This is an optimization exercise on Yosys and OpenROAD, whose aim is small area, a short achievable clock period and few clock cycles per item, not a production implementation. Where RTL was checked, it was by simulation tests only, not by an equivalence proof against the original. Power and IR drop assume default switching activity.

the reference run:
// rsfv_top
module rsfv_top (
   input  logic        clock,
   input  logic        reset,
   input  logic        csr_we,
   input  logic [1:0]  csr_index,
   input  logic [7:0]  csr_wdata,
   input  logic        req_valid,
   output logic        req_stall,
   input  logic [1:0]  req_func,
   input  logic [63:0] req_fresh_a,
   input  logic [63:0] req_fresh_b,
   input  logic [63:0] req_fresh_c,
   input  logic        req_use_sequence,
   input  logic [63:0] req_accepted_seq,
   input  logic [63:0] req_value_a,
   input  logic [63:0] req_value_b,
   input  logic [63:0] req_value_c,
   input  logic        req_is_signed,
   output logic        rsp_valid,
   input  logic        rsp_stall,
   output logic [2:0]  rsp_connected_mask,
   output logic        rsp_any_connected,
   output logic [63:0] rsp_result_value,
   output logic        rsp_value_written,
   output logic        rsp_b_c_agree
);
Size: about 2500 cells after synthesis, about 540 I/O pins, ~0.022 mm² of cells after synthesis.
export LEC_CHECK = 0
export CAP_MARGIN = 20
export CORE_MARGIN = 2
export CORE_UTILIZATION = 40
export CTS_BUF_LIST = sky130_fd_sc_hd__clkbuf_4 sky130_fd_sc_hd__clkbuf_8
export SETUP_SLACK_MARGIN = 3.5
export SLEW_MARGIN = 20
export SYNTH_HIERARCHICAL = 1
export SYNTH_MINIMUM_KEEP_SIZE = 0
export TNS_END_PERCENT = 5
create_clock -name core_clock -period 6.0 [get_ports {clock}]
standard.sh (not shown) runs the stock make flow with config.mk's settings and CLKGATE_MAP_FILE= SYNTH_SCRIPT=/design/flow/synth_recipe.tcl, a recipe that flattens the netlist after the stock synthesis.
==> flow/flow/run.sh <==
#!/bin/bash
# Standard layout, with the port buffers made of buf_1 cells, and no second
# timing repair after global routing (the one after clock tree synthesis
# stays).
export BUFFER_PORTS_ARGS="-buffer_cell sky130_fd_sc_hd__buf_1"
bash standard.sh SKIP_INCREMENTAL_REPAIR=1 > standard.log 2>&1
The reference run: done, clean on timing, DRC and antenna
--- input diff the reference run..the trial run ---
==> flow/flow/run.sh <==
#!/bin/bash
export BUFFER_PORTS_ARGS="-buffer_cell sky130_fd_sc_hd__buf_1"
bash standard.sh cts > standard_cts.log 2>&1 || exit 1
bash standard.sh SETUP_SLACK_MARGIN=0 > standard.log 2>&1
## What came out
Status | the reference run and the trial run | clean. Comparing the trial run against the reference run, there is no change at all in total leakage power. Between the reference run and the trial run, the power share of the combinational group does not differ in any meaningful way. Taking the reference run as the reference, in the trial run number of buffers created by CTS level; clock buffer count in the final layout was more or less identical; hold slack held. Summary of the trial run over the reference run: area after synthesis closely matched the old numbers, power in sequential cells closely matched the old numbers, growth of design area from synthesis to finish closely matched the old numbers, non-clock buffer count closely matched the old numbers. Overall power: the trial run vs the reference run — no meaningful difference. The trial run -> the reference run: clock period minus worst slack delta 0, exact match.
No run of this note included a check of the RTL's function; only the layout flow was run.


v8:
Another version of the RTL of rsfv_top (not shown whole).
Size: ~2600 cells after synthesis, ~540 I/O pins, about 22000 um2 of cells after synthesis.
clock: 6.0 ns
lec_check: 0
cap_margin: 20
core_margin: 2
core_utilization: 60
cts_buf_list: sky130_fd_sc_hd__clkbuf_4 sky130_fd_sc_hd__clkbuf_8
setup_slack_margin: 3.5
slew_margin: 20
synth_hierarchical: 1
synth_minimum_keep_size: 0
tns_end_percent: 5
==> flow/flow/run.sh <==
#!/bin/bash
export BUFFER_PORTS_ARGS="-buffer_cell sky130_fd_sc_hd__buf_1"
bash standard.sh cts > standard_cts.log 2>&1 || exit 1
bash standard.sh SETUP_SLACK_MARGIN=3.4 > standard.log 2>&1
Testbench counts of v8, summed over its fixed seeds: cycles 8,208, items 8,192.
Input-level comparison between v19 and v8:
# v8
export LEC_CHECK = 0
export CAP_MARGIN = 20
export CORE_MARGIN = 2
export CORE_UTILIZATION = 60
export CTS_BUF_LIST = sky130_fd_sc_hd__clkbuf_4 sky130_fd_sc_hd__clkbuf_8
export SETUP_SLACK_MARGIN = 3.5
export SLEW_MARGIN = 20
export SYNTH_HIERARCHICAL = 1
export SYNTH_MINIMUM_KEEP_SIZE = 0
export TNS_END_PERCENT = 5
create_clock -name core_clock -period 6.0 [get_ports {clock}]
# v19
export LEC_CHECK = 0
export CAP_MARGIN = 20
export CORE_MARGIN = 2
export CORE_UTILIZATION = 60
export CTS_BUF_LIST = sky130_fd_sc_hd__clkbuf_8
export CTS_CLUSTER_DIAMETER = 50
export CTS_CLUSTER_SIZE = 15
export SETUP_SLACK_MARGIN = 3.5
export SLEW_MARGIN = 20
export SYNTH_HIERARCHICAL = 1
export SYNTH_MINIMUM_KEEP_SIZE = 0
export TNS_END_PERCENT = 1
create_clock -name core_clock -period 6.0 [get_ports {clock}]
==> flow/flow/run.sh <==
#!/bin/bash
export BUFFER_PORTS_ARGS="-buffer_cell sky130_fd_sc_hd__buf_1"
bash standard.sh cts > standard_cts.log 2>&1 || exit 1
bash standard.sh SETUP_SLACK_MARGIN=0 > standard.log 2>&1
## What came out
- Post-route worst setup slack, v8 and v19: lower on v19
- The proportion of power drawn by the clock network in v19 sits 3.0 points below the value recorded for v8.
- v19 and v8 ended up with roughly the same area taken by flip-flops and latches.
- v8 -> v19: synthesized cell count delta 0, exact match
- Net switching fraction of the power, v8 and v19: higher on v19
- Relative contribution of combinational cells to total power | v19 above v8
- On wire length reported by the detailed router, the lower figure sits with v19, not v8.
- Reported for v8 and v19, clock tree buffer depth turned out identical to the last digit.
- [v19 vs v8] clock skew: lower in v19
Edits applied to the flow inputs when going from v19 to v32:
# v19
export LEC_CHECK = 0
export CAP_MARGIN = 20
export CORE_MARGIN = 2
export CORE_UTILIZATION = 60
export CTS_BUF_LIST = sky130_fd_sc_hd__clkbuf_8
export CTS_CLUSTER_DIAMETER = 50
export CTS_CLUSTER_SIZE = 15
export SETUP_SLACK_MARGIN = 3.5
export SLEW_MARGIN = 20
export SYNTH_HIERARCHICAL = 1
export SYNTH_MINIMUM_KEEP_SIZE = 0
export TNS_END_PERCENT = 1
create_clock -name core_clock -period 6.0 [get_ports {clock}]
# v32
export LEC_CHECK = 0
export CAP_MARGIN = 20
export CORE_MARGIN = 2
export CORE_UTILIZATION = 60
export CTS_BUF_LIST = sky130_fd_sc_hd__clkbuf_4 sky130_fd_sc_hd__clkbuf_8
export SETUP_SLACK_MARGIN = 3.5
export SLEW_MARGIN = 20
export SYNTH_HIERARCHICAL = 1
export SYNTH_MINIMUM_KEEP_SIZE = 0
export TNS_END_PERCENT = 5
create_clock -name core_clock -period 6.0 [get_ports {clock}]
--- outcome ---
- Looking at worst endpoint required time, v32 sits 0.06 ns lower than v19 does.
- v32: post-route minimum period is 0.13 ns lower than what v19 reported.
- Looking at v19 and v32, the non-clock buffer area fraction after layout is a wash.
- Cmp v19 and v32 / power / higher: v32
- Power per unit of standard cell area went up by a few percent going from v19 to v32.
- Worst slew margin relative to its limit: v32 higher than v19
- Taking v19 as the reference, in v32 core utilization has increased, total number of vias has remained practically unchanged, area growth from synthesis to layout has increased, number of nets in the layout has increased, multi-input combinational area share has decreased.
Here is what was changed in the inputs of v48 compared with v32.
# v32
export LEC_CHECK = 0
export CAP_MARGIN = 20
export CORE_MARGIN = 2
export CORE_UTILIZATION = 60
export CTS_BUF_LIST = sky130_fd_sc_hd__clkbuf_4 sky130_fd_sc_hd__clkbuf_8
export SETUP_SLACK_MARGIN = 3.5
export SLEW_MARGIN = 20
export SYNTH_HIERARCHICAL = 1
export SYNTH_MINIMUM_KEEP_SIZE = 0
export TNS_END_PERCENT = 5
create_clock -name core_clock -period 6.0 [get_ports {clock}]
# v48
export LEC_CHECK = 0
export CAP_MARGIN = 20
export CORE_MARGIN = 2
export CORE_UTILIZATION = 60
export CTS_BUF_LIST = sky130_fd_sc_hd__clkbuf_16
export CTS_CLUSTER_DIAMETER = 80
export CTS_CLUSTER_SIZE = 30
export SETUP_SLACK_MARGIN = 3.5
export SLEW_MARGIN = 20
export SYNTH_HIERARCHICAL = 1
export SYNTH_MINIMUM_KEEP_SIZE = 0
export TNS_END_PERCENT = 5
create_clock -name core_clock -period 6.0 [get_ports {clock}]
==> comparison <==
Clock network contribution to total cell area: v48 vs v32 down 1.0 points
Via count, v48 and v32: smaller value in v48
Final cell area excluding filler cells, v48 and v32, lower one = v48.
Comparing v48 and v32, the lower fraction of layout instances using a drive strength above 1 was measured on v48.
Net load switching power: v48 > v32
Average via count per standard cell delta for v48 relative to v32: 0.75% higher
Per the comparison of v48 with v32, amount of wire on met2 after detailed routing went down; maximum vdd ir drop increased 0.092 mV.
### v48 -> v37
# v48
export LEC_CHECK = 0
export CAP_MARGIN = 20
export CORE_MARGIN = 2
export CORE_UTILIZATION = 60
export CTS_BUF_LIST = sky130_fd_sc_hd__clkbuf_16
export CTS_CLUSTER_DIAMETER = 80
export CTS_CLUSTER_SIZE = 30
export SETUP_SLACK_MARGIN = 3.5
export SLEW_MARGIN = 20
export SYNTH_HIERARCHICAL = 1
export SYNTH_MINIMUM_KEEP_SIZE = 0
export TNS_END_PERCENT = 5
create_clock -name core_clock -period 6.0 [get_ports {clock}]
# v37
export LEC_CHECK = 0
export CAP_MARGIN = 20
export CORE_MARGIN = 2
export CORE_UTILIZATION = 75
export CTS_BUF_LIST = sky130_fd_sc_hd__clkbuf_4 sky130_fd_sc_hd__clkbuf_8
export SETUP_SLACK_MARGIN = 3.5
export SLEW_MARGIN = 20
export SYNTH_HIERARCHICAL = 1
export SYNTH_MINIMUM_KEEP_SIZE = 0
export TNS_END_PERCENT = 5
create_clock -name core_clock -period 6.0 [get_ports {clock}]
### Flow results
NOTE: routed length on met2 in v37 exceeds that of v48
Relative to v48, v37 improves design area.
Between v37 and v48, it is v37 whose clock distribution area overhead in the final layout is higher, by 0.54 points.
Higher portion of total power attributed to the clock network goes to v37 over v48.
The met2 layer usage reported by global route of v37 is higher than that of v48.
Of v37 and v48, the higher register fraction of the total cell area belongs to v37.
Relative to v37, the following input files were edited for v2:
# v37
export LEC_CHECK = 0
export CAP_MARGIN = 20
export CORE_MARGIN = 2
export CORE_UTILIZATION = 75
export CTS_BUF_LIST = sky130_fd_sc_hd__clkbuf_4 sky130_fd_sc_hd__clkbuf_8
export SETUP_SLACK_MARGIN = 3.5
export SLEW_MARGIN = 20
export SYNTH_HIERARCHICAL = 1
export SYNTH_MINIMUM_KEEP_SIZE = 0
export TNS_END_PERCENT = 5
create_clock -name core_clock -period 6.0 [get_ports {clock}]
# v2
export LEC_CHECK = 0
export CAP_MARGIN = 20
export CORE_MARGIN = 2
export CORE_UTILIZATION = 60
export CTS_BUF_LIST = sky130_fd_sc_hd__clkbuf_8
export CTS_CLUSTER_DIAMETER = 50
export CTS_CLUSTER_SIZE = 15
export SETUP_SLACK_MARGIN = 3.5
export SLEW_MARGIN = 20
export SYNTH_HIERARCHICAL = 1
export SYNTH_MINIMUM_KEEP_SIZE = 0
export TNS_END_PERCENT = 5
create_clock -name core_clock -period 6.0 [get_ports {clock}]
## What came out
Number of CTS-inserted buffers ends up lower on v2.
[compare] base=v37 new=v2: share of the clock period used by the worst path after layout went up; wire length the detailed router placed on met1 went up; total power went down.
Routed wire length: v2 vs v37 down 7.6%
Delta (v2 minus v37): top fanout value on the critical path shrank by 8, setup slack shrank by 0.021 ns, vertical die dimension grew by 20 um, number of antenna violations at the first check in global routing held steady.
Number of rows in the core area (higher): v2

[port drivers added, routing unchanged]
No port has a modelled driver above. Below, the same layouts with a new extraction and two added sets of constraints. Step 1: set_driving_cell puts a clkbuf_16 on clock and a buf_2 on each other input, an assumption about the parent block. Step 2, shift: input delay + t, output delay - t, t = (earliest + latest rising clock arrival at the registers) / 2. This alone moves slack from input paths to output paths. Slacks: no drivers / after step 1 / after step 2; pairs: no drivers / after step 1.
run | shift t [ns] | setup slack, ns | worst slew at a driven data input, ns
the reference run | 0.712 | 2.780 / 2.719 / 2.007 | 0.13
the trial run | 0.712 | 2.780 / 2.719 / 2.007 | 0.13
v8 | 0.699 | 3.047 / 3.041 / 2.343 | 0.13
v19 | 0.676 | 2.972 / 2.999 / 2.323 | 0.14
v32 | 0.702 | 3.100 / 3.059 / 2.357 | 0.15
v48 | 0.613 | 3.015 / 2.975 / 2.362 | 0.13
v37 | 0.676 | 2.996 / 3.017 / 2.340 | 0.15
v2 | 0.681 | 2.975 / 2.999 / 2.318 | 0.14
After both steps every run listed still meets setup and hold.
